What follows belongs to an exercise in optimizing a design on an open flow for small area, a short achievable clock period and few clock cycles per item; a production flow would make more cautious choices. Function was not checked in any run shown here: the RTL went through the layout flow alone. Power is estimated from default activity; no workload was simulated.

<file path="design/flow/design.v">
`default_nettype none
package frgbe_pkg;
   localparam logic [62:0] BlackThreshold = 63'h3E112E0BE826D695;
   localparam logic [10:0] OverflowExp = 11'd1150;
   function automatic logic [7:0] exp_byte(input logic [7:0] e);
      logic [7:0] r;
      logic c;
      r[0] = e[0];
      r[1] = !e[1];
      c = e[1];
      for (int k = 2; k < 7; k++) begin
         r[k] = e[k] ^ c;
         c = c & e[k];
      end
      r[7] = !(e[7] ^ c);
      exp_byte = r;
   endfunction
endpackage
`default_nettype wire
`default_nettype none
module frgbe_max
(
   input  wire logic [63:0] in_bits,
   output logic [10:0]      out_exp,
   output logic             out_valid,
   output logic             out_below,
   output logic             out_inf,
   output logic             out_over
);
   logic ones, frac_nz;
   always_comb begin
      ones = &in_bits[62:52];
      frac_nz = |in_bits[51:0];
      out_exp = in_bits[62:52];
      out_valid = !in_bits[63] && !ones;
      out_inf = !in_bits[63] && ones && !frac_nz;
      out_over = out_valid && (in_bits[62:52] >= frgbe_pkg::OverflowExp);
      out_below = in_bits[63] || (ones && frac_nz) ||
                  (in_bits[62:0] < frgbe_pkg::BlackThreshold);
   end
endmodule
`default_nettype wire
`default_nettype none
module frgbe_scale
(
   input  wire logic [10:0] e0, e1, e2,
   input  wire logic [6:0]  f0, f1, f2,
   input  wire logic        v0, v1, v2,
   input  wire logic        black,
   input  wire logic        over,
   output logic [31:0]      out_word
);
   logic [11:0] d01, d02, d12;
   logic sel0, sel1, sel2;
   logic [2:0] n01, n02, n12;
   logic z0, z1, z2;
   logic [7:0] m0, m1, m2, eb;
   function automatic logic ge8(input logic [11:0] d);
      ge8 = !d[11] && (d[10:3] != 8'd0);
   endfunction
   function automatic logic le8n(input logic [11:0] d);
      le8n = d[11] && ((d[10:3] != 8'hFF) || (d[2:0] == 3'd0));
   endfunction
   always_comb begin
      d01 = {1'b0, e0} - {1'b0, e1};
      d02 = {1'b0, e0} - {1'b0, e2};
      d12 = {1'b0, e1} - {1'b0, e2};
      n01 = 3'd0 - d01[2:0];
      n02 = 3'd0 - d02[2:0];
      n12 = 3'd0 - d12[2:0];
      sel0 = v0 && (!d01[11] || !v1) && (!d02[11] || !v2);
      sel1 = !sel0 && v1 && (!d12[11] || !v2);
      sel2 = !sel0 && !sel1;
      z0 = !v0 || (sel1 && le8n(d01)) || (sel2 && le8n(d02));
      m0 = sel1 ? {1'b1, f0} >> n01 : (sel2 ? {1'b1, f0} >> n02 : {1'b1, f0});
      z1 = !v1 || (sel0 && ge8(d01)) || (sel2 && le8n(d12));
      m1 = sel0 ? {1'b1, f1} >> d01[2:0] : (sel2 ? {1'b1, f1} >> n12 : {1'b1, f1});
      z2 = !v2 || (sel0 && ge8(d02)) || (sel1 && ge8(d12));
      m2 = sel0 ? {1'b1, f2} >> d02[2:0] : (sel1 ? {1'b1, f2} >> d12[2:0] : {1'b1, f2});
      eb = sel0 ? frgbe_pkg::exp_byte(e0[7:0]) :
           (sel1 ? frgbe_pkg::exp_byte(e1[7:0]) : frgbe_pkg::exp_byte(e2[7:0]));
      if (black) out_word = '0;
      else if (over) out_word = '1;
      else out_word = {eb, z2 ? 8'd0 : m2, z1 ? 8'd0 : m1, z0 ? 8'd0 : m0};
   end
endmodule
`default_nettype wire
`default_nettype none
module float_to_rgbe_encode
(
   input  wire logic         clock,
   input  wire logic         reset,
   input  wire logic         req_tvalid,
   output logic              req_tready,
   input  wire logic [191:0] req_tdata,   
   output logic              rsp_tvalid,
   input  wire logic         rsp_tready,
   output logic [31:0]       rsp_tdata    
);
   logic adv, v1_ff, v2_ff;
   logic [31:0] w_ff, w_in;
   logic [10:0] e0, e1, e2, e0_ff, e1_ff, e2_ff;
   logic [6:0] f0_ff, f1_ff, f2_ff;
   logic v0, v1, v2, b0, b1, b2, i0, i1, i2, o0, o1, o2;
   logic ok0_ff, ok1_ff, ok2_ff, black_ff, over_ff;
   frgbe_max u_c0 (.in_bits(req_tdata[63:0]), .out_exp(e0), .out_valid(v0),
                   .out_below(b0), .out_inf(i0), .out_over(o0));
   frgbe_max u_c1 (.in_bits(req_tdata[127:64]), .out_exp(e1), .out_valid(v1),
                   .out_below(b1), .out_inf(i1), .out_over(o1));
   frgbe_max u_c2 (.in_bits(req_tdata[191:128]), .out_exp(e2), .out_valid(v2),
                   .out_below(b2), .out_inf(i2), .out_over(o2));
   frgbe_scale u_scale (.e0(e0_ff), .e1(e1_ff), .e2(e2_ff), .f0(f0_ff), .f1(f1_ff), .f2(f2_ff),
                        .v0(ok0_ff), .v1(ok1_ff), .v2(ok2_ff), .black(black_ff), .over(over_ff),
                        .out_word(w_in));
   assign adv = !v2_ff || rsp_tready;
   assign req_tready = adv;
   always_ff @(posedge clock) begin
      if (reset) begin
         v1_ff <= 1'b0;
         v2_ff <= 1'b0;
      end else if (adv) begin
         v1_ff <= req_tvalid;
         v2_ff <= v1_ff;
      end
      if (adv) begin
         e0_ff <= e0;
         e1_ff <= e1;
         e2_ff <= e2;
         f0_ff <= req_tdata[51:45];
         f1_ff <= req_tdata[115:109];
         f2_ff <= req_tdata[179:173];
         ok0_ff <= v0;
         ok1_ff <= v1;
         ok2_ff <= v2;
         black_ff <= b0 && b1 && b2;
         over_ff <= i0 || i1 || i2 || o0 || o1 || o2;
         w_ff <= w_in;
      end
   end
   assign rsp_tvalid = v2_ff;
   assign rsp_tdata = w_ff;
endmodule
`default_nettype wire
</file>
<file path="design/flow/flow/run.sh">
#!/bin/bash
# Standard layout, except that the port buffers are the smallest buffer cell
# instead of the delay buffer buffer_ports picks by default. Each tool's full
# output lands in the ORFS logs under orfs/logs; make's own output in make.log.
set -euo pipefail
export BUFFER_PORTS_ARGS="-buffer_cell sky130_fd_sc_hd__buf_1"
bash standard.sh > make.log 2>&1
</file>
<file path="design/flow/standard.sh">
#!/bin/bash
# synth_recipe.tcl (not shown) runs the flow's synth.tcl, then flattens the netlist and writes it again
# the make line also repeats each setting of config.mk as NAME=value (left out here)
make -C /OpenROAD-flow-scripts/flow DESIGN_CONFIG=/design/flow/config.mk WORK_HOME=/design/flow/orfs CLKGATE_MAP_FILE= SYNTH_SCRIPT=/design/flow/synth_recipe.tcl "${@:-finish}"
</file>
<file path="design/flow/config.mk">
export PLATFORM = sky130hd
export DESIGN_NAME = float_to_rgbe_encode
export DESIGN_NICKNAME = float_to_rgbe_encode
export VERILOG_FILES = /design/flow/design.v
export SDC_FILE = /design/flow/constraint.sdc
export NUM_CORES = 4
export LEC_CHECK = 0
export CAP_MARGIN = 20
export CORE_MARGIN = 2
export CORE_UTILIZATION = 40
export SLEW_MARGIN = 20
</file>
<file path="design/flow/constraint.sdc">
create_clock -name core_clock -period 6.3 [get_ports {clock}]
set_input_delay 1.2600 -clock core_clock [delete_from_list [all_inputs] [get_ports {clock}]]
set_output_delay 1.2600 -clock core_clock [all_outputs]
set_load 0.01 [all_outputs]
</file>
==> impl_metrics.yaml, run 1 <==
synthesis:
  syn_area_mm2: 0.00797
  synth-seq-cells: 93
  synth_top_family_by_area: "compound AO/OA/AOI/OAI gates"
  synth.net_count: 1106
  synth-compound-area-share_pct: 23.3
  yosysSeqAreaShare_pct: 34.8
  synth_warnings: 3
  synth-xor-area-share_pct: 1.98
  synthMuxAreaShare_pct: 6.66
  synth.avg_cell_area_um2: 9.34
  synth-edff-count: 91
  synthDistinctLibCells: 81
  synthSimpleGateAreaFrac_pct: 19.9
  netlist_instances: 853
  synth_async_sr_flop_share_pct: 0
  synth-main-ff-cell: "edfxtp_1"
  synth-adder-area-share_pct: 9.24
routing:
  wl_um: 26400
  drt_iter0_drc: 679
  drc: 0
  vias: 8000
  via_per_inst: 6.01
  wl_per_cell_um: 19.8
  drt.antenna.violating_nets: 0
  dr.pass1.iters: 8
timing:
  fin_crit_sh_pct: 65.0
  slew-limit-headroom_pct: 36.6
  worst_pin_slew_ns: 0.947
  setup_viol: 0
  grt_setup_unrepaired: "no"
  setup_slack_ns: 2.21
  setup-tns-final_ns: 0
  skew_ns: 0.0125
  period_needed_ns: 4.09
  slew_violations: 0
  hold_viol: 0
  max_freq_mhz: 244
floorplan:
  core_mm2: 0.0195
  io_pins: 230
  die-area_mm2: 0.0211
  rows: 51
  initial_core_util_pct: 40.8
  die_h_um: 145
  die_x_um: 145
worst_setup_path:
  ff2ff_setup_slack_ns: 2.21
  cp.required_ns: 6.37
  crit_path_end_kind: "register"
  critPathKind: "register to register"
  crit_path_start_kind: "register"
  crit_arrival_ns: 4.16
  cp_max_fo: 23
place:
  dp_hpwl_um: 21300
  gp_congestion: 0.926
  io_buffers: 229
  post-place-ws_ns: 2.30
clock_network:
  clk_latency_ns: 0.37
  cts.sinks: 93
  clock_path_buffers: 2
  h-tree-depth: 3
  cts_buffers: 9
  cts_resized: 0
  root_buffer: "clkbuf_16"
  cts_tree: "built"
  cts_setup_buffers: 0
  cts.clk_slew.worst_paths_ns: 0.07
  hold_buffers: 0
global_route:
  grt_overflow: 0
  grt_pass1_wl_um: 41200
  grtUsageMet2_pct: 41.5
  grt-busiest-layer: "met2"
  grt_pass1_vias: 7495
  grt_usage_pct: 24.7
  use_met1_pct: 32.9
  grt_use_met3_pct: 3.62
  antenna_found_initial: 0
  grt_max_degree: 58
final_layout:
  layout.nets: 1315
  drive_above_1_share_pct: 5.53
  n_antenna_cell: 0
  syn_to_final_growth_pct: 17.5
  final_util_pct: 47.9
status:
  status: "finished clean"
run:
  max-cap-violations: 0
power:
  power.density_mw_per_mm2: 243
  total_power_mw: 2.27
  ir_drop_mv: 0.140
  cellLeakagePower_nw: 3.39
hold_path:
  min_path_type: "register to register"
## power breakdown
part / internal, mW / switching, mW / total (mW) / leakage [nW]
combinational: 0.355 / 0.527 / 0.882 / 2.25
sequential: 0.764 / 0.0572 / 0.821 / 0.986
clock: 0.312 / 0.258 / 0.571 / 0.147
total: 1.43 / 0.843 / 2.27 / 3.39
## synthesized netlist by cell type, types with 4 or more instances
| master | number | area, µm² |
|---|---|---|
| edfxtp_1 | 91 | 2730 |
| a21oi_1 | 63 | 315 |
| ha_1 | 54 | 676 |
| nor2_1 | 53 | 199 |
| inv_1 | 48 | 180 |
| nand2_1 | 48 | 180 |
| nor3_1 | 44 | 220 |
| o21ai_0 | 41 | 205 |
| nor4_1 | 36 | 225 |
| nand3_1 | 29 | 145 |
| mux2i_1 | 26 | 260 |
| clkbuf_1 | 21 | 78.8 |
| nand4_1 | 20 | 125 |
| a31oi_1 | 19 | 119 |
| a211oi_1 | 17 | 128 |
| nand2b_1 | 16 | 100 |
| o211ai_1 | 13 | 97.6 |
| or4_1 | 13 | 97.6 |
| xnor2_1 | 12 | 105 |
| o21a_1 | 11 | 82.6 |
| o221ai_1 | 10 | 87.6 |
| o22ai_1 | 10 | 62.6 |
| mux4_2 | 9 | 203 |
| o2111ai_1 | 8 | 70.1 |
| o31ai_1 | 8 | 60.1 |
| a211o_1 | 7 | 61.3 |
| and3_1 | 7 | 43.8 |
| a21o_1 | 6 | 45.0 |
| buf_1 | 6 | 22.5 |
| mux2_2 | 6 | 67.6 |
| nor2b_1 | 6 | 37.5 |
| xor2_1 | 6 | 52.6 |
| buf_2 | 5 | 25.0 |
| nand3b_1 | 5 | 37.5 |
| o41ai_2 | 4 | 65.1 |
| or3_1 | 4 | 25.0 |
## registers in the layout, indices dropped and copies added, names as in the netlist, 7 cells and up
name	cells
w_ff	32
e1_ff	11
e2_ff	11
f2_ff	7
e0_ff	11
f1_ff	7
f0_ff	7
## final cells by class
| class | count | area (µm²) |
|---|---|---|
| multi-input cells | 677 | 4890 |
| well taps | 265 | 332 |
| clock inverters | 6 | 71.3 |
| repair buffers | 232 | 882 |
| flip-flops and latches | 93 | 2770 |
| inverters | 49 | 184 |
| fillers | 1939 | 10200 |
| clock buffers | 10 | 229 |
## layout by cell type, fill, tap and decap left out, types with 9 or more instances in the layout
master	synthesis	routed
a21oi_1	63	63
nand2_1	48	48
buf_1	6	229
mux4_2	9	9
o21a_1	11	11
mux2i_1	26	26
edfxtp_1	91	91
o21ai_0	41	41
nand2b_1	16	15
a31oi_1	19	19
nor3_1	44	44
clkbuf_16	0	9
nor2_1	53	53
xnor2_1	12	12
a211oi_1	17	17
nand3_1	29	29
or4_1	13	13
nand4_1	20	20
o22ai_1	10	10
ha_1	54	54
o211ai_1	13	13
nor4_1	36	36
o221ai_1	10	10
inv_1	48	48
## per-stage QoR
step / hold slack, ns / instances / cell area (µm²)
after floorplan: 0.419 / 853 / 7970
after global placement: 0.433 / 1316 / 9060
after detailed placement: 0.444 / 1316 / 9060
after CTS: 0.453 / 1332 / 9360
after global routing: 0.485 / 1332 / 9360
final: 0.455 / 1332 / 9360
## worst paths after layout
| check | from | to | depth (start not counted) |
|---|---|---|---|
| max reg2reg | e1_ff[1] | w_ff[2] | 11 |
| min reg2reg | v1_ff | v2_ff | 2 |
| min | v1_ff | v2_ff | 2 |
| max | e1_ff[1] | w_ff[2] | 11 |
## routing by layer
layer	wire length, µm	vias to the layer above
met5	0	-
met4	550	0
met3	1970	33
met2	12700	396
met1	11200	3738
li1	-	3833
## critical path, cell delays in order, from the launching register on
cell and delay [ns]:
edfxtp_1 0.47, inv_1 0.18, ha_1 0.26, nand2b_1 0.11
a211oi_2 0.09, o41a_1 0.45, o21ai_2 0.27, a221o_1 0.81
buf_4 0.36, nand2_2 0.31, a311oi_1 0.35, o41ai_1 0.12
## kinds of logic after synthesis
logic type      after synthesis
flops                        93
mux                          41
compound gates              263
buf+inv                      83
xor+xnor                     18
simple gates                298
fa+ha+maj                    57
==> run 2, diff against run 1 <==
--- a/design/flow/config.mk
+++ b/design/flow/config.mk
@@ -8,4 +8,5 @@
 export CAP_MARGIN = 20
 export CORE_MARGIN = 2
 export CORE_UTILIZATION = 40
+export SETUP_SLACK_MARGIN = 3.0
 export SLEW_MARGIN = 20
==> run 2 against run 1 <==
  * Non-clock buffer count rose by 19
  * Combinational power rose by 11%
  * Clock skew fell by 0.0039 ns
==> impl_metrics.yaml, run 2 <==
status:
  status: "finished clean"
floorplan:
  io_pins: 230
  core_mm2: 0.0195
  initial_core_util_pct: 40.8
  die_h_um: 145
  die-area_mm2: 0.0211
  die_x_um: 145
  rows: 51
final_layout:
  drive_above_1_share_pct: 10.7
  syn_to_final_growth_pct: 23.1
  fillCellCount: 1890
  mostFrequentLayoutCells: "buf_1, edfxtp_1, a21oi_1"
  largest_reg_flops: 32
  layout.nets: 1337
  largest-register: "w_ff"
  layout_commonest_cell: "buf_1"
clock_network:
  cts_tree: "built"
  hold_buffers: 0
  cts_buffers: 9
  h-tree-depth: 3
  clk_latency_ns: 0.35
  root_buffer: "clkbuf_16"
  cts.clk_slew.worst_paths_ns: 0.07
  clock_path_buffers: 2
  cts.sinks: 93
global_route:
  grt_usage_pct: 25.1
  grt_max_degree: 50
  grt_overflow: 0
  antenna_found_initial: 3
  grt_pass1_vias: 7748
  grt_pass1_wl_um: 41900
synthesis:
  synth.avg_cell_area_um2: 9.34
  yosysSeqAreaShare_pct: 34.8
  synth-edff-count: 91
  syn_area_mm2: 0.00797
  yosysMostFrequentCell: "edfxtp_1"
  synth-main-ff-cell: "edfxtp_1"
  synth_area_leaders: "edfxtp_1, ha_1, a21oi_1, mux2i_1, nor4_1"
  synth.net_count: 1106
  synth-seq-cells: 93
  synthDistinctLibCells: 81
  synth_top_area_share_pct: 34.3
  netlist_instances: 853
  synth_common_cells: "edfxtp_1, a21oi_1, ha_1"
  synth.largest_area_cell: "edfxtp_1"
  synth_async_sr_flop_share_pct: 0
  synth_warnings: 3
power:
  cellLeakagePower_nw: 3.53
  power_frac_comb_pct: 41.7
  total_power_mw: 2.35
  switching_share_pct: 38.5
  ir_drop_mv: 0.155
  power.internal_mw: 1.44
  power.density_mw_per_mm2: 239
  p_seq_share_pct: 35.0
  p_switching_mw: 0.903
  pwr-share-clk_pct: 23.3
routing:
  wl_um: 27900
  drc: 0
  drt.antenna.violating_nets: 0
  vias: 8186
  wl_per_cell_um: 20.6
  dr.pass1.iters: 5
  via_per_inst: 6.03
  drt_iter0_drc: 648
hold_path:
  hold_depth: 2
  hp-start: "v1_ff"
  min_to: "v2_ff"
  min_path_type: "register to register"
worst_setup_path:
  cp.required_ns: 6.47
  ff2ff_setup_slack_ns: 3.04
  r2r_start: "e1_ff[0]"
  crit_arrival_ns: 3.43
  reg2reg_depth: 10
  cp_max_fo: 8
  critPathKind: "register to register"
  reg2reg_to: "w_ff[2]"
  crit_path_end_kind: "register"
  crit_path_start_kind: "register"
place:
  dp_hpwl_um: 21500
  io_buffers: 229
  gp_congestion: 0.932
timing:
  skew_ns: 0.00854
  setup-tns-final_ns: 0
  max_freq_mhz: 307
  grt_setup_unrepaired: "yes"
  slew_violations: 0
  setup_viol: 0
  hold_viol: 0
  worst_pin_slew_ns: 1.03
  fin_crit_sh_pct: 51.8
  slew-limit-headroom_pct: 31.1
  period_needed_ns: 3.26
run:
  max-cap-violations: 0
run 2: cell counts after synthesis:
No cell type changed its count.
run 2: what timing repair did:
| item | CTS | global route |
|---|---|---|
| setup endpoints to repair | 32 | 26 |
| gates resized for setup | 12 | 37 |
| pin swaps | 5 | 15 |
| cloned | 1 | 2 |
| buffers inserted | 6 | 12 |
run 2: cell type report:
cell class | instances | area (µm²) | area share [%]
Timing Repair Buffer | 251 | 1040 | 10.7
Tap cell | 265 | 332 | 3.38
Sequential cell | 93 | 2770 | 28.3
Antenna cell | 3 | 7.51 | 0.0766
Inverter | 49 | 184 | 1.88
Multi-Input combinational cell | 680 | 5170 | 52.8
Clock inverter | 7 | 63.8 | 0.651
Clock buffer | 9 | 225 | 2.30
run 2: how the worst max path moves through the flow:
stage,start,endpoint,slack [ns]
floorplan,req_tdata[151],black_ff,3.01
global placement,e1_ff[1],w_ff[10],2.68
detailed placement,e2_ff[0],w_ff[2],2.69
CTS,e0_ff[1],w_ff[2],2.92
global route,e1_ff[0],w_ff[2],2.89
finish,e1_ff[0],w_ff[2],3.04
run 2: power by group through the flow:
stage | logic [mW] | registers [mW] | clock network, mW
2_1_floorplan | 0.609 | 0.830 | 0
3_3_place_gp | 0.872 | 0.832 | 0
3_5_place_dp | 0.873 | 0.834 | 0
4_1_cts | 0.901 | 0.820 | 0.554
5_1_grt | 1.07 | 0.830 | 0.575
6_report | 0.979 | 0.821 | 0.546
run 2: metrics by stage:
step,utilization (%),setup slack (ns),instances,hold slack [ns],area [µm²]
floorplan,-,3.01,853,0.419,7980
global placement,46.4,2.68,1317,0.439,9060
detailed placement,46.4,2.69,1317,0.453,9060
CTS,48.6,2.92,1340,0.463,9480
global route,50.2,2.89,1356,0.504,9800
finish,50.2,3.04,1357,0.456,9800
run 2: logic make-up after synthesis:
family                   share of synthesized area, %
AO/OA/AOI/OAI                                    23.3
flip-flops                                       34.8
adder cells (fa/ha/maj)                          9.24
XOR/XNOR                                         1.98
multiplexers                                     6.66
AND/OR/NAND/NOR                                  19.9
buffers and inverters                            4.05
run 2: metal layers:
layer | share of wire (%) | GRT usage, % | wire length, µm | vias up
met2 | 47 | 41.7 | 13200 | 389
li1 | - | - | - | 3890
met4 | 2.8 | 8.38 | 774 | 0
met3 | 7.8 | 4.09 | 2170 | 46
met1 | 42 | 33.4 | 11800 | 3861
met5 | 0 | 0 | 0 | -
run 2: worst max-delay path, cell delays in order (launching register included):
cell and delay, ns:
edfxtp_1 0.40, buf_4 0.16, ha_2 0.18, fa_2 0.52, ha_1 0.24, ha_1 0.32
nor4_2 0.32, nand4_1 0.18, nor4_4 0.25, o22ai_4 0.16, o41ai_2 0.35
==> run 3, diff against run 2 <==
--- a/design/flow/design.v
+++ b/design/flow/design.v
@@ -14,6 +14,29 @@
       end
       r[7] = !(e[7] ^ c);
       exp_byte = r;
+   endfunction
+   function automatic logic [11:0] sub11(input logic [10:0] a, input logic [10:0] b);
+      logic [10:0] g, p, gg, pp;
+      logic [11:0] c;
+      logic [11:0] r;
+      g = a & ~b;
+      p = ~(a ^ b);
+      gg = g;
+      pp = p;
+      gg[0] = g[0] | p[0];
+      for (int l = 0; l < 4; l++) begin
+         for (int i = 0; i < 11; i++) begin
+            if (((i >> l) & 1) == 1) begin
+               gg[i] = gg[i] | (pp[i] & gg[((i >> l) << l) - 1]);
+               pp[i] = pp[i] & pp[((i >> l) << l) - 1];
+            end
+         end
+      end
+      c[0] = 1'b1;
+      for (int i = 0; i < 11; i++) c[i + 1] = gg[i];
+      for (int i = 0; i < 11; i++) r[i] = p[i] ^ c[i];
+      r[11] = !c[11];
+      sub11 = r;
    endfunction
 endpackage
 `default_nettype wire
@@ -52,7 +75,7 @@
 );
    logic [11:0] d01, d02, d12;
    logic sel0, sel1, sel2;
-   logic [2:0] n01, n02, n12;
+   logic [2:0] n01, n02, n12, sh0, sh1, sh2;
    logic z0, z1, z2;
    logic [7:0] m0, m1, m2, eb;
    function automatic logic ge8(input logic [11:0] d);
@@ -62,9 +85,9 @@
       le8n = d[11] && ((d[10:3] != 8'hFF) || (d[2:0] == 3'd0));
    endfunction
    always_comb begin
-      d01 = {1'b0, e0} - {1'b0, e1};
-      d02 = {1'b0, e0} - {1'b0, e2};
-      d12 = {1'b0, e1} - {1'b0, e2};
+      d01 = frgbe_pkg::sub11(e0, e1);
+      d02 = frgbe_pkg::sub11(e0, e2);
+      d12 = frgbe_pkg::sub11(e1, e2);
       n01 = 3'd0 - d01[2:0];
       n02 = 3'd0 - d02[2:0];
       n12 = 3'd0 - d12[2:0];
@@ -72,13 +95,15 @@
       sel1 = !sel0 && v1 && (!d12[11] || !v2);
       sel2 = !sel0 && !sel1;
       z0 = !v0 || (sel1 && le8n(d01)) || (sel2 && le8n(d02));
-      m0 = sel1 ? {1'b1, f0} >> n01 : (sel2 ? {1'b1, f0} >> n02 : {1'b1, f0});
+      sh0 = sel1 ? n01 : (sel2 ? n02 : 3'd0);
       z1 = !v1 || (sel0 && ge8(d01)) || (sel2 && le8n(d12));
-      m1 = sel0 ? {1'b1, f1} >> d01[2:0] : (sel2 ? {1'b1, f1} >> n12 : {1'b1, f1});
+      sh1 = sel0 ? d01[2:0] : (sel2 ? n12 : 3'd0);
       z2 = !v2 || (sel0 && ge8(d02)) || (sel1 && ge8(d12));
-      m2 = sel0 ? {1'b1, f2} >> d02[2:0] : (sel1 ? {1'b1, f2} >> d12[2:0] : {1'b1, f2});
-      eb = sel0 ? frgbe_pkg::exp_byte(e0[7:0]) :
-           (sel1 ? frgbe_pkg::exp_byte(e1[7:0]) : frgbe_pkg::exp_byte(e2[7:0]));
+      sh2 = sel0 ? d02[2:0] : (sel1 ? d12[2:0] : 3'd0);
+      m0 = {1'b1, f0} >> sh0;
+      m1 = {1'b1, f1} >> sh1;
+      m2 = {1'b1, f2} >> sh2;
+      eb = frgbe_pkg::exp_byte(sel0 ? e0[7:0] : (sel1 ? e1[7:0] : e2[7:0]));
       if (black) out_word = '0;
       else if (over) out_word = '1;
       else out_word = {eb, z2 ? 8'd0 : m2, z1 ? 8'd0 : m1, z0 ? 8'd0 : m0};
--- a/design/flow/config.mk
+++ b/design/flow/config.mk
@@ -7,6 +7,6 @@
 export LEC_CHECK = 0
 export CAP_MARGIN = 20
 export CORE_MARGIN = 2
-export CORE_UTILIZATION = 40
-export SETUP_SLACK_MARGIN = 3.0
+export CORE_UTILIZATION = 60
+export SETUP_SLACK_MARGIN = 3.4
 export SLEW_MARGIN = 20
==> run 3 against run 2 <==
  * Global-route usage is 18 points higher
  * Count of clock-buffer cells in the layout is 2 higher
  * Clock skew is 0.0020 ns lower
  * Critical path depth is 6 higher
  * Synthesized cell count is 12% lower
==> impl_metrics.yaml, run 3 <==
synthesis:
  synth-edff-count: 91
  synth-main-ff-cell: "edfxtp_1"
  synth.net_count: 999
  netlist_instances: 750
  synth_warnings: 3
  synth-seq-cells: 93
  synth_common_cells: "edfxtp_1, nor2_1, nand2_1"
  synth_async_sr_flop_share_pct: 0
  synth.avg_cell_area_um2: 9.57
  synth_area_leaders: "edfxtp_1, ha_1, a21oi_1, nor2_1, fa_1"
  synthDistinctLibCells: 76
  synth.largest_area_cell: "edfxtp_1"
  yosysMostFrequentCell: "edfxtp_1"
  syn_area_mm2: 0.00718
  synth_top_area_share_pct: 38.1
  yosysSeqAreaShare_pct: 38.6
clock_network:
  cts_tree: "built"
  clock_path_buffers: 2
  root_buffer: "clkbuf_16"
  hold_buffers: 0
  clk_latency_ns: 0.35
  cts.sinks: 93
  h-tree-depth: 3
  cts_buffers: 9
  cts.clk_slew.worst_paths_ns: 0.07
worst_setup_path:
  crit_chain: "inv_2, buf_4, ha_4, inv_2, fa_2, a21o_1, nand4_1, buf_4, a211oi_4, o31ai_1, buf_4, o211ai_1, nand2_1, or3_1, a41oi_1, o31ai_2"
  r2r_start: "e0_ff[0]"
  crit_path_start_kind: "register"
  crit_path_top_delay_cell: "o211ai_1"
  cp.required_ns: 6.38
  crit_path_end_kind: "register"
  critPathKind: "register to register"
  path_delay_family: "compound AO/OA/AOI/OAI gates"
  critPathMaxStageDelay_ns: 0.45
  worst_setup_path_startpoint: "e0_ff[0]"
  critPathBufInv: 5
  crit_arrival_ns: 4.33
  cp_max_fo: 13
  crit_top_cell: "buf_4"
power:
  ir_drop_mv: 0.159
  power.density_mw_per_mm2: 254
  cellLeakagePower_nw: 3.58
final_layout:
  final_util_pct: 82.6
  fillCellCount: 651
  layout.nets: 1294
  drive_above_1_share_pct: 18.6
  largest-register: "w_ff"
  layout_commonest_cell: "buf_1"
  largest_reg_flops: 32
  syn_to_final_growth_pct: 33.0
  fin_cells: 1196
  mostFrequentLayoutCells: "buf_1, edfxtp_1, buf_4"
routing:
  vias: 8304
  route.met2.wl_um: 13700
  wl_um: 29000
  via_per_inst: 6.94
  drt.antenna.violating_nets: 0
  wl_met1_um: 9790
  drc: 0
  dr.pass1.iters: 6
  drt_iter0_drc: 1168
  highest_layer: "met4"
  wl_met3_um: 3310
  wl_per_cell_um: 24.3
place:
  gp_congestion: 1.05
  dp_hpwl_um: 19600
  io_buffers: 229
  placed_cells: 1107
timing:
  hold_viol: 0
  fin_crit_sh_pct: 67.4
  period_needed_ns: 4.25
  worst_pin_slew_ns: 1.17
  slew-limit-headroom_pct: 22.3
  setup-tns-final_ns: 0
  slew_violations: 0
  max_freq_mhz: 236
  setup_viol: 0
  grt_setup_unrepaired: "yes"
  skew_ns: 0.00658
global_route:
  grt_pass1_vias: 8088
  grt_pass1_wl_um: 41700
  grt_overflow: 0
  grt_usage_pct: 42.6
  grt_max_degree: 54
  antenna_found_initial: 1
hold_path:
  min_path_type: "register to register"
  hp-start: "v1_ff"
floorplan:
  die-area_mm2: 0.0129
  initial_core_util_pct: 62.1
  die_h_um: 113
  core_mm2: 0.0116
  die_x_um: 113
  io_pins: 230
  rows: 39
status:
  status: "finished clean"
run:
  max-cap-violations: 0
-- run 3: routing by layer --
| layer | GRT usage, % | vias up |
|---|---|---|
| li1 | - | 3519 |
| met1 | 49.0 | 3824 |
| met2 | 69.9 | 766 |
| met3 | 10.7 | 195 |
| met4 | 30.1 | 0 |
| met5 | 0 | - |
-- run 3: final cells by class --
class | instances | area, µm² | area share (%)
Multi-Input combinational cell | 596 | 4670 | 48.9
Sequential cell | 93 | 2770 | 29.0
Timing Repair Buffer | 298 | 1430 | 15.0
Clock buffer | 11 | 233 | 2.44
Tap cell | 143 | 179 | 1.87
Inverter | 47 | 176 | 1.85
Clock inverter | 5 | 83.8 | 0.878
Antenna cell | 3 | 7.51 | 0.0786
-- run 3: path summary, 6_finish.rpt --
check | to | slack, ns | cells past startpoint
hold reg to reg | v2_ff | 0.47 | 2
hold / removal | v2_ff | 0.47 | 2
setup reg to reg | w_ff[9] | 2.05 | 16
setup / recovery | w_ff[9] | 2.05 | 16
-- run 3: through the flow --
stage               area [µm²]  hold slack (ns)  setup WS, ns  power, mW
global placement          8220            0.432          2.24       1.53
finish                    9550            0.467          2.05       2.42
global route              9540            0.502          2.01       2.51
detailed placement        8220            0.455          2.08       1.56
floorplan                 7290            0.419          2.48       1.33
CTS                       9270            0.466          2.40       2.27
-- run 3: repair_timing --
action                     CTS  global route
buffers inserted            53            14
gates resized for setup     70            38
setup endpoints to repair   34            34
pin swaps                   34            22
gates cloned                 3             0
-- run 3: power breakdown --
part	internal, mW	leakage (nW)	switching (mW)
clock network	0.350	0.146	0.239
logic	0.410	2.45	0.598
registers	0.766	0.987	0.0593
-- run 3: logic make-up after synthesis --
kind of cell | Yosys count | synth area share, %
adders and majority gates | 53 | 10.5
and+or+nand+nor | 284 | 20.4
xor gates and xnor gates | 15 | 1.83
DFF | 93 | 38.6
muxes | 22 | 3.21
AOI/OAI and AO/OA | 219 | 21.5
buffers and inverters | 64 | 3.97
-- run 3: worst min-delay path: stages, from the launching register on --
cell and delay, ns:
dfxtp_1 0.32, inv_1 0.05, a21oi_1 0.05
==> run 4, diff against run 3 <==
--- a/design/flow/config.mk
+++ b/design/flow/config.mk
@@ -7,6 +7,6 @@
 export LEC_CHECK = 0
 export CAP_MARGIN = 20
 export CORE_MARGIN = 2
-export CORE_UTILIZATION = 60
+export CORE_UTILIZATION = 40
 export SETUP_SLACK_MARGIN = 3.4
 export SLEW_MARGIN = 20
==> run 4 against run 3 <==
  * Still clean
  * Power fell by 4.9%
  * Utilization fell by 28 points
  * First-iteration DRC count fell by 56%
  * Largest cell class unchanged
  * Largest power group unchanged
==> impl_metrics.yaml, run 4 <==
clock_network:
  cts_buffers: 9
  cts_tree: "built"
  cts.clk_slew.worst_paths_ns: 0.07
  root_buffer: "clkbuf_16"
  clock_path_buffers: 2
  clk_latency_ns: 0.36
  h-tree-depth: 3
  hold_buffers: 0
  cts.sinks: 93
timing:
  setup_slack_ns: 2.27
  grt_setup_unrepaired: "yes"
  setup-tns-final_ns: 0
  hold_viol: 0
  fin_crit_sh_pct: 63.9
  slew-limit-headroom_pct: 40.7
  setup_viol: 0
  max_freq_mhz: 248
  slew_violations: 0
  period_needed_ns: 4.03
  worst_pin_slew_ns: 0.882
  skew_ns: 0.0109
place:
  io_buffers: 229
  dp_hpwl_um: 18800
  gp_congestion: 0.923
  post-place-ws_ns: 2.13
floorplan:
  io_pins: 230
  die_h_um: 138
  initial_core_util_pct: 41.2
  core_mm2: 0.0174
  die_x_um: 138
  rows: 48
  die-area_mm2: 0.0190
power:
  pwr-share-clk_pct: 23.7
  p_seq_share_pct: 35.2
  cellLeakagePower_nw: 3.59
  p_switching_mw: 0.847
  power.internal_mw: 1.46
  power.density_mw_per_mm2: 240
  ir_drop_mv: 0.143
  power_frac_comb_pct: 41.1
  switching_share_pct: 36.7
final_layout:
  syn_to_final_growth_pct: 33.6
  largest-register: "w_ff"
  largest_reg_flops: 32
  layout.nets: 1297
  n_antenna_cell: 0
  mostFrequentLayoutCells: "buf_1, edfxtp_1, buf_4"
  layout_commonest_cell: "buf_1"
  drive_above_1_share_pct: 18.2
  fillCellCount: 1645
routing:
  wl_per_cell_um: 19.9
  via_per_inst: 5.80
  drt.antenna.violating_nets: 0
  dr.pass1.iters: 6
  vias: 7407
  drc: 0
  wl_um: 25400
  drt_iter0_drc: 510
worst_setup_path:
  critPathKind: "register to register"
  crit_arrival_ns: 4.21
  crit_path_end_kind: "register"
  cp.required_ns: 6.49
  cp_max_fo: 7
  reg2reg_depth: 17
  crit_path_start_kind: "register"
synthesis:
  synth_warnings: 3
  yosysMostFrequentCell: "edfxtp_1"
  synth-main-ff-cell: "edfxtp_1"
  netlist_instances: 750
  synth_area_leaders: "edfxtp_1, ha_1, a21oi_1, nor2_1, fa_1"
  synth.largest_area_cell: "edfxtp_1"
  synth-edff-count: 91
  synth_top_area_share_pct: 38.1
  synth.net_count: 999
  synthDistinctLibCells: 76
  synth_async_sr_flop_share_pct: 0
  synth-seq-cells: 93
  yosysSeqAreaShare_pct: 38.6
  syn_area_mm2: 0.00718
  synth.avg_cell_area_um2: 9.57
  synth_common_cells: "edfxtp_1, nor2_1, nand2_1"
global_route:
  grt_usage_pct: 26.6
  grt_pass1_vias: 7030
  antenna_found_initial: 0
  grt_overflow: 0
  grt_pass1_wl_um: 37600
  grt_max_degree: 48
hold_path:
  hold_depth: 2
  min_path_type: "register to register"
status:
  status: "finished clean"
run:
  max-cap-violations: 0
## run 4: through the flow
| stage | utilization [%] | hold slack (ns) | total power, mW | std cells | instance area (µm²) |
|---|---|---|---|---|---|
| 6_report | 55.1 | 0.460 | 2.30 | 1278 | 9590 |
| 5_1_grt | 55.1 | 0.478 | 2.43 | 1278 | 9590 |
| 4_1_cts | 53.4 | 0.457 | 2.22 | 1259 | 9300 |
| 3_5_place_dp | 47.8 | 0.441 | 1.55 | 1190 | 8330 |
| 3_3_place_gp | 47.8 | 0.432 | 1.55 | 1190 | 8330 |
| 2_1_floorplan | - | 0.419 | 1.33 | 750 | 7290 |
## run 4: worst paths after layout
path                 start  slack, ns        to
setup reg to reg  e1_ff[0]       2.27  w_ff[19]
setup / recovery  e1_ff[0]       2.27  w_ff[19]
hold / removal       v1_ff       0.46     v2_ff
hold reg to reg      v1_ff       0.46     v2_ff
## run 4: kinds of logic after synthesis
| family | after synthesis | synth area share (%) |
|---|---|---|
| compound gates | 219 | 21.5 |
| xor+xnor | 15 | 1.83 |
| fa+ha+maj | 53 | 10.5 |
| buf+inv | 64 | 3.97 |
| flops | 93 | 38.6 |
| mux | 22 | 3.21 |
| simple gates | 284 | 20.4 |
## run 4: area by class of cell
type                       instances  area [µm²]  share of cell area (%)
inverter                          47         176                    1.84
clock buffer                       9         225                    2.35
tap                              225         282                    2.94
multi-input combinational        596        4640                    48.4
timing repair buffer             301        1430                    14.9
clock inverter                     7        62.6                   0.652
sequential                        93        2770                    28.9
## run 4: per-layer routing
layer / track usage (%) / share of wire [%] / vias to the layer above
met5: 0 / 0 / -
li1: - / - / 3528
met3: 4.68 / 7.5 / 58
met2: 44.7 / 49 / 342
met1: 33.7 / 39 / 3479
met4: 11.6 / 3.8 / 0
## run 4: repair_timing
action,4_1_cts,5_1_grt
resized for setup,61,34
setup endpoints to repair,34,35
gates cloned,3,0
hold endpoints to repair,0,0
buffers inserted,50,19
pin swaps,34,21
## run 4: power groups by stage
stage               logic (mW)  clock network (mW)  registers [mW]
floorplan                0.501                   0           0.831
global placement         0.726                   0           0.825
detailed placement       0.726                   0           0.823
CTS                      0.854               0.552           0.811
global route              1.03               0.578           0.821
finish                   0.947               0.545           0.812
## run 4: critical path, cell delays in order, from the launching register on
cell	delay, ns
edfxtp_1	0.41
inv_2	0.10
ha_4	0.13
inv_2	0.03
fa_2	0.37
a211oi_4	0.26
o21ai_2	0.09
a21o_1	0.19
a21o_1	0.18
fa_1	0.48
buf_4	0.15
nor3_1	0.16
and4_1	0.24
buf_4	0.11
o2111ai_1	0.18
a31oi_4	0.39
nand2_2	0.13
o311ai_2	0.26
==> run 5, diff against run 4 <==
--- a/design/flow/design.v
+++ b/design/flow/design.v
@@ -15,28 +15,33 @@
       r[7] = !(e[7] ^ c);
       exp_byte = r;
    endfunction
-   function automatic logic [11:0] sub11(input logic [10:0] a, input logic [10:0] b);
-      logic [10:0] g, p, gg, pp;
-      logic [11:0] c;
-      logic [11:0] r;
-      g = a & ~b;
-      p = ~(a ^ b);
-      gg = g;
-      pp = p;
-      gg[0] = g[0] | p[0];
-      for (int l = 0; l < 4; l++) begin
-         for (int i = 0; i < 11; i++) begin
-            if (((i >> l) & 1) == 1) begin
-               gg[i] = gg[i] | (pp[i] & gg[((i >> l) << l) - 1]);
-               pp[i] = pp[i] & pp[((i >> l) << l) - 1];
-            end
+   function automatic logic ge12(input logic [11:0] a, input logic [11:0] b);
+      logic [15:0] g, l;
+      g = '0;
+      l = '0;
+      for (int i = 0; i < 12; i++) begin
+         g[i] = a[i] & ~b[i];
+         l[i] = ~a[i] & b[i];
+      end
+      for (int w = 1; w < 16; w = w * 2) begin
+         for (int i = 0; i + w < 16; i = i + 2 * w) begin
+            g[i] = g[i + w] | (~l[i + w] & g[i]);
+            l[i] = l[i + w] | (~g[i + w] & l[i]);
          end
       end
-      c[0] = 1'b1;
-      for (int i = 0; i < 11; i++) c[i + 1] = gg[i];
-      for (int i = 0; i < 11; i++) r[i] = p[i] ^ c[i];
-      r[11] = !c[11];
-      sub11 = r;
+      ge12 = ~l[0];
+   endfunction
+   function automatic logic [11:0] plus8(input logic [10:0] e);
+      logic [11:0] r;
+      logic c;
+      r[2:0] = e[2:0];
+      c = 1'b1;
+      for (int k = 3; k < 11; k++) begin
+         r[k] = e[k] ^ c;
+         c = c & e[k];
+      end
+      r[11] = c;
+      plus8 = r;
    endfunction
 endpackage
 `default_nettype wire
@@ -73,33 +78,28 @@
    input  wire logic        over,
    output logic [31:0]      out_word
 );
-   logic [11:0] d01, d02, d12;
+   logic ge01, ge02, ge12;
    logic sel0, sel1, sel2;
-   logic [2:0] n01, n02, n12, sh0, sh1, sh2;
+   logic [11:0] p0, p1, p2;
+   logic [2:0] sh0, sh1, sh2;
    logic z0, z1, z2;
    logic [7:0] m0, m1, m2, eb;
-   function automatic logic ge8(input logic [11:0] d);
-      ge8 = !d[11] && (d[10:3] != 8'd0);
-   endfunction
-   function automatic logic le8n(input logic [11:0] d);
-      le8n = d[11] && ((d[10:3] != 8'hFF) || (d[2:0] == 3'd0));
-   endfunction
    always_comb begin
-      d01 = frgbe_pkg::sub11(e0, e1);
-      d02 = frgbe_pkg::sub11(e0, e2);
-      d12 = frgbe_pkg::sub11(e1, e2);
-      n01 = 3'd0 - d01[2:0];
-      n02 = 3'd0 - d02[2:0];
-      n12 = 3'd0 - d12[2:0];
-      sel0 = v0 && (!d01[11] || !v1) && (!d02[11] || !v2);
-      sel1 = !sel0 && v1 && (!d12[11] || !v2);
+      ge01 = frgbe_pkg::ge12({1'b0, e0}, {1'b0, e1});
+      ge02 = frgbe_pkg::ge12({1'b0, e0}, {1'b0, e2});
+      ge12 = frgbe_pkg::ge12({1'b0, e1}, {1'b0, e2});
+      p0 = frgbe_pkg::plus8(e0);
+      p1 = frgbe_pkg::plus8(e1);
+      p2 = frgbe_pkg::plus8(e2);
+      sel0 = v0 && (ge01 || !v1) && (ge02 || !v2);
+      sel1 = !sel0 && v1 && (ge12 || !v2);
       sel2 = !sel0 && !sel1;
-      z0 = !v0 || (sel1 && le8n(d01)) || (sel2 && le8n(d02));
-      sh0 = sel1 ? n01 : (sel2 ? n02 : 3'd0);
-      z1 = !v1 || (sel0 && ge8(d01)) || (sel2 && le8n(d12));
-      sh1 = sel0 ? d01[2:0] : (sel2 ? n12 : 3'd0);
-      z2 = !v2 || (sel0 && ge8(d02)) || (sel1 && ge8(d12));
-      sh2 = sel0 ? d02[2:0] : (sel1 ? d12[2:0] : 3'd0);
+      z0 = !v0 || (v1 && frgbe_pkg::ge12({1'b0, e1}, p0)) || (v2 && frgbe_pkg::ge12({1'b0, e2}, p0));
+      z1 = !v1 || (v0 && frgbe_pkg::ge12({1'b0, e0}, p1)) || (v2 && frgbe_pkg::ge12({1'b0, e2}, p1));
+      z2 = !v2 || (v0 && frgbe_pkg::ge12({1'b0, e0}, p2)) || (v1 && frgbe_pkg::ge12({1'b0, e1}, p2));
+      sh0 = sel1 ? e1[2:0] - e0[2:0] : (sel2 ? e2[2:0] - e0[2:0] : 3'd0);
+      sh1 = sel0 ? e0[2:0] - e1[2:0] : (sel2 ? e2[2:0] - e1[2:0] : 3'd0);
+      sh2 = sel0 ? e0[2:0] - e2[2:0] : (sel1 ? e1[2:0] - e2[2:0] : 3'd0);
       m0 = {1'b1, f0} >> sh0;
       m1 = {1'b1, f1} >> sh1;
       m2 = {1'b1, f2} >> sh2;
==> run 5 against run 4 <==
  * Still clean
  * Maximum frequency increased by 16%
  * Critical path depth shrank 2
  * Final cell count grew 13%
  * Die area is 9.8% higher
  * Register-to-register slack better by 0.55 ns
  * Sequential power rose by 1%
  * Utilization grew 3.2 points
  * Cell area rose by 18%
  * Clock power up 5.0%
  * Wire length is 24% higher
  * Highest routed layer unchanged
==> impl_metrics.yaml, run 5 <==
clock_network:
  cts.sinks: 93
  clk_latency_ns: 0.36
  root_buffer: "clkbuf_16"
  cts.clk_slew.worst_paths_ns: 0.07
  cts_buffers: 9
  cts_tree: "built"
  hold_buffers: 0
  h-tree-depth: 3
  clock_path_buffers: 2
timing:
  max_freq_mhz: 288
  setup_slack_ns: 2.82
  period_needed_ns: 3.48
  grt_setup_unrepaired: "yes"
  hold_viol: 0
  slew_violations: 0
  fin_crit_sh_pct: 55.2
  setup-tns-final_ns: 0
  setup_viol: 0
  worst_pin_slew_ns: 0.760
  slew-limit-headroom_pct: 48.9
  skew_ns: 0.00884
global_route:
  grt_overflow: 0
  antenna_found_initial: 5
  grt_max_degree: 51
  grt_pass1_vias: 8028
  grt_pass1_wl_um: 44200
  grt_usage_pct: 28.5
place:
  post-place-ws_ns: 2.01
  io_buffers: 229
  dp_hpwl_um: 22300
  place_area_mm2: 0.00931
  gp_congestion: 0.943
  placed_cells: 1313
synthesis:
  synth-edff-count: 91
  syn_area_mm2: 0.00791
  synth_top_area_share_pct: 34.6
  synth.avg_cell_area_um2: 9.33
  yosysMostFrequentCell: "edfxtp_1"
  synth-seq-cells: 93
  netlist_instances: 847
  synthDistinctLibCells: 86
  synth_warnings: 3
  synth_area_leaders: "edfxtp_1, ha_1, nor2_1, a21oi_1, inv_1"
  synth-main-ff-cell: "edfxtp_1"
  yosysSeqAreaShare_pct: 35.1
  synth.net_count: 1099
  synth.largest_area_cell: "edfxtp_1"
  synth_common_cells: "edfxtp_1, nor2_1, inv_1"
  synth_async_sr_flop_share_pct: 0
status:
  status: "finished clean"
worst_setup_path:
  crit_path_end_kind: "register"
  crit_chain: "inv_2, buf_6, ha_4, nor3b_4, o31ai_2, a211oi_2, nor4_4, buf_4, o211ai_4, buf_6, buf_8, mux2i_4, nand2_2, a211o_1, a31oi_2"
  cp.required_ns: 6.50
  r2r_start: "e1_ff[1]"
  ff2ff_setup_slack_ns: 2.82
  reg2reg_depth: 15
  critPathKind: "register to register"
  crit_path_top_delay_cell: "edfxtp_1"
  crit_path_start_kind: "register"
  crit_arrival_ns: 3.68
  cp_max_fo: 5
  crit_top_cell: "buf_6"
  critPathMaxStageDelay_ns: 0.47
  reg2reg_to: "w_ff[19]"
final_layout:
  mostFrequentLayoutCells: "buf_1, edfxtp_1, buf_4"
  largest-register: "w_ff"
  stdcell_area_mm2: 0.0113
  syn_to_final_growth_pct: 43.1
  layout_commonest_cell: "buf_1"
  fin_cells: 1448
  largest_reg_flops: 32
  layout.nets: 1425
  drive_above_1_share_pct: 26.5
hold_path:
  min_to: "v2_ff"
  hp-start: "v1_ff"
  hold_depth: 2
  min_path_type: "register to register"
floorplan:
  core_mm2: 0.0194
  io_pins: 230
  initial_core_util_pct: 40.8
  die-area_mm2: 0.0209
  die_h_um: 145
  rows: 51
  die_x_um: 145
power:
  total_power_mw: 2.39
  ir_drop_mv: 0.120
  power.density_mw_per_mm2: 211
  cellLeakagePower_nw: 4.09
routing:
  drc: 0
  wl_um: 31400
  drt.antenna.violating_nets: 0
  dr.pass1.iters: 5
  via_per_inst: 5.97
  wl_per_cell_um: 21.7
  drt_iter0_drc: 653
  vias: 8646
run:
  max-cap-violations: 0
run 5: cell count changes after synthesis, sizes merged, moves of 8 or more:
cell	change
inv	+19
nor2b	+14
a21oi	-9
o211ai	+12
nand3	+13
a21o	-11
o22ai	+8
ha	+9
nand2	-20
maj3	+21
run 5: through the flow:
stage | hold slack (ns) | util (%)
detailed placement | 0.443 | 48.0
CTS | 0.453 | 55.5
floorplan | 0.419 | -
finish | 0.455 | 58.3
global placement | 0.434 | 48.0
global route | 0.491 | 58.3
run 5: cells by family after synthesis:
| kind of cell | Yosys count | synth area share (%) |
|---|---|---|
| buffers and inverters | 95 | 5.38 |
| and+or+nand+nor | 301 | 20.3 |
| AOI/OAI and AO/OA | 250 | 22.7 |
| adders and majority gates | 77 | 12.1 |
| xor gates and xnor gates | 7 | 0.776 |
| muxes | 24 | 3.64 |
| DFF | 93 | 35.1 |
run 5: metal layers:
layer / vias up / global-route usage, % / wire [µm]
met5: - / 0 / 0
met3: 92 / 5.99 / 2580
met2: 485 / 48.0 / 15400
li1: 3979 / - / -
met4: 0 / 13.7 / 1390
met1: 4090 / 34.7 / 12000
run 5: timing repair:
| item | 4_1_cts | 5_1_grt |
|---|---|---|
| endpoints found under the setup margin | 34 | 33 |
| buffers inserted | 76 | 33 |
| resized for setup | 119 | 53 |
| pin swaps | 35 | 41 |
| cloned | 4 | 0 |
run 5: layout make-up:
type	count	area [µm²]
Multi-Input combinational cell	663	5800
Fill cell	1691	8090
Tap cell	265	332
Clock buffer	9	225
Antenna cell	5	12.5
Clock inverter	7	73.8
Inverter	65	249
Sequential cell	93	2770
Timing Repair Buffer	341	1850
run 5: worst max-delay path, delay by kind of cell, from the launching register on:
family / cells / cell delay (ns)
AND/OR/NAND/NOR: 3 / 0.46
adder cells (fa/ha/maj): 1 / 0.16
multiplexers: 1 / 0.35
AO/OA/AOI/OAI: 5 / 1.23
flip-flops: 1 / 0.47
buffers and inverters: 5 / 0.67
run 5: how the worst max path moves through the flow:
stage	cells past startpoint	slack [ns]	from	to
final	15	2.82	e1_ff[1]	w_ff[19]
after floorplan	18	2.80	e1_ff[1]	w_ff[31]
after detailed placement	15	2.01	e0_ff[1]	w_ff[31]
after global placement	15	2.16	e1_ff[1]	w_ff[31]
after global routing	13	2.73	e1_ff[1]	w_ff[2]
after CTS	15	2.83	e1_ff[3]	w_ff[11]
run 5: power breakdown:
part           switching (mW)  internal [mW]  total (mW)
Sequential             0.0576          0.762       0.820
Clock                   0.262          0.311       0.572
Combinational           0.550          0.443       0.993

## afterwards: timing with drivers on the ports
The results above use ideal ports. As a check the final layouts listed here were re-extracted and re-timed, cells and wires unchanged. Step 1 sets driving cells, clkbuf_16 on the clock port and buf_2 on the other inputs (assumed; they add their load-dependent delay and slew). Step 2 also shifts input and output timing later by t, the mid clock arrival at the registers, as if the neighbouring blocks saw the same clock. Slacks: ideal ports / drivers / drivers and shift; pairs: ideal ports / drivers.
run	t, ns	slack for setup (ns)	worst setup path after step 2	worst data-port slew with drivers (ns)	pins driven straight from the clock port
run 1	0.408	2.207 / 2.207 / 2.207	register to register	0.07	1
run 2	0.390	3.039 / 3.023 / 2.765	input to register	0.08	1
run 3	0.393	2.055 / 2.055 / 2.055	register to register	0.10	1
run 4	0.400	2.274 / 2.274 / 2.274	register to register	0.06	1
run 5	0.400	2.823 / 2.823 / 2.823	register to register	0.11	1
After both steps setup and hold are still met in every run listed. The setup slack of run 2, which loses most, moves by -0.016 ns with the drivers and by -0.274 ns with both steps.
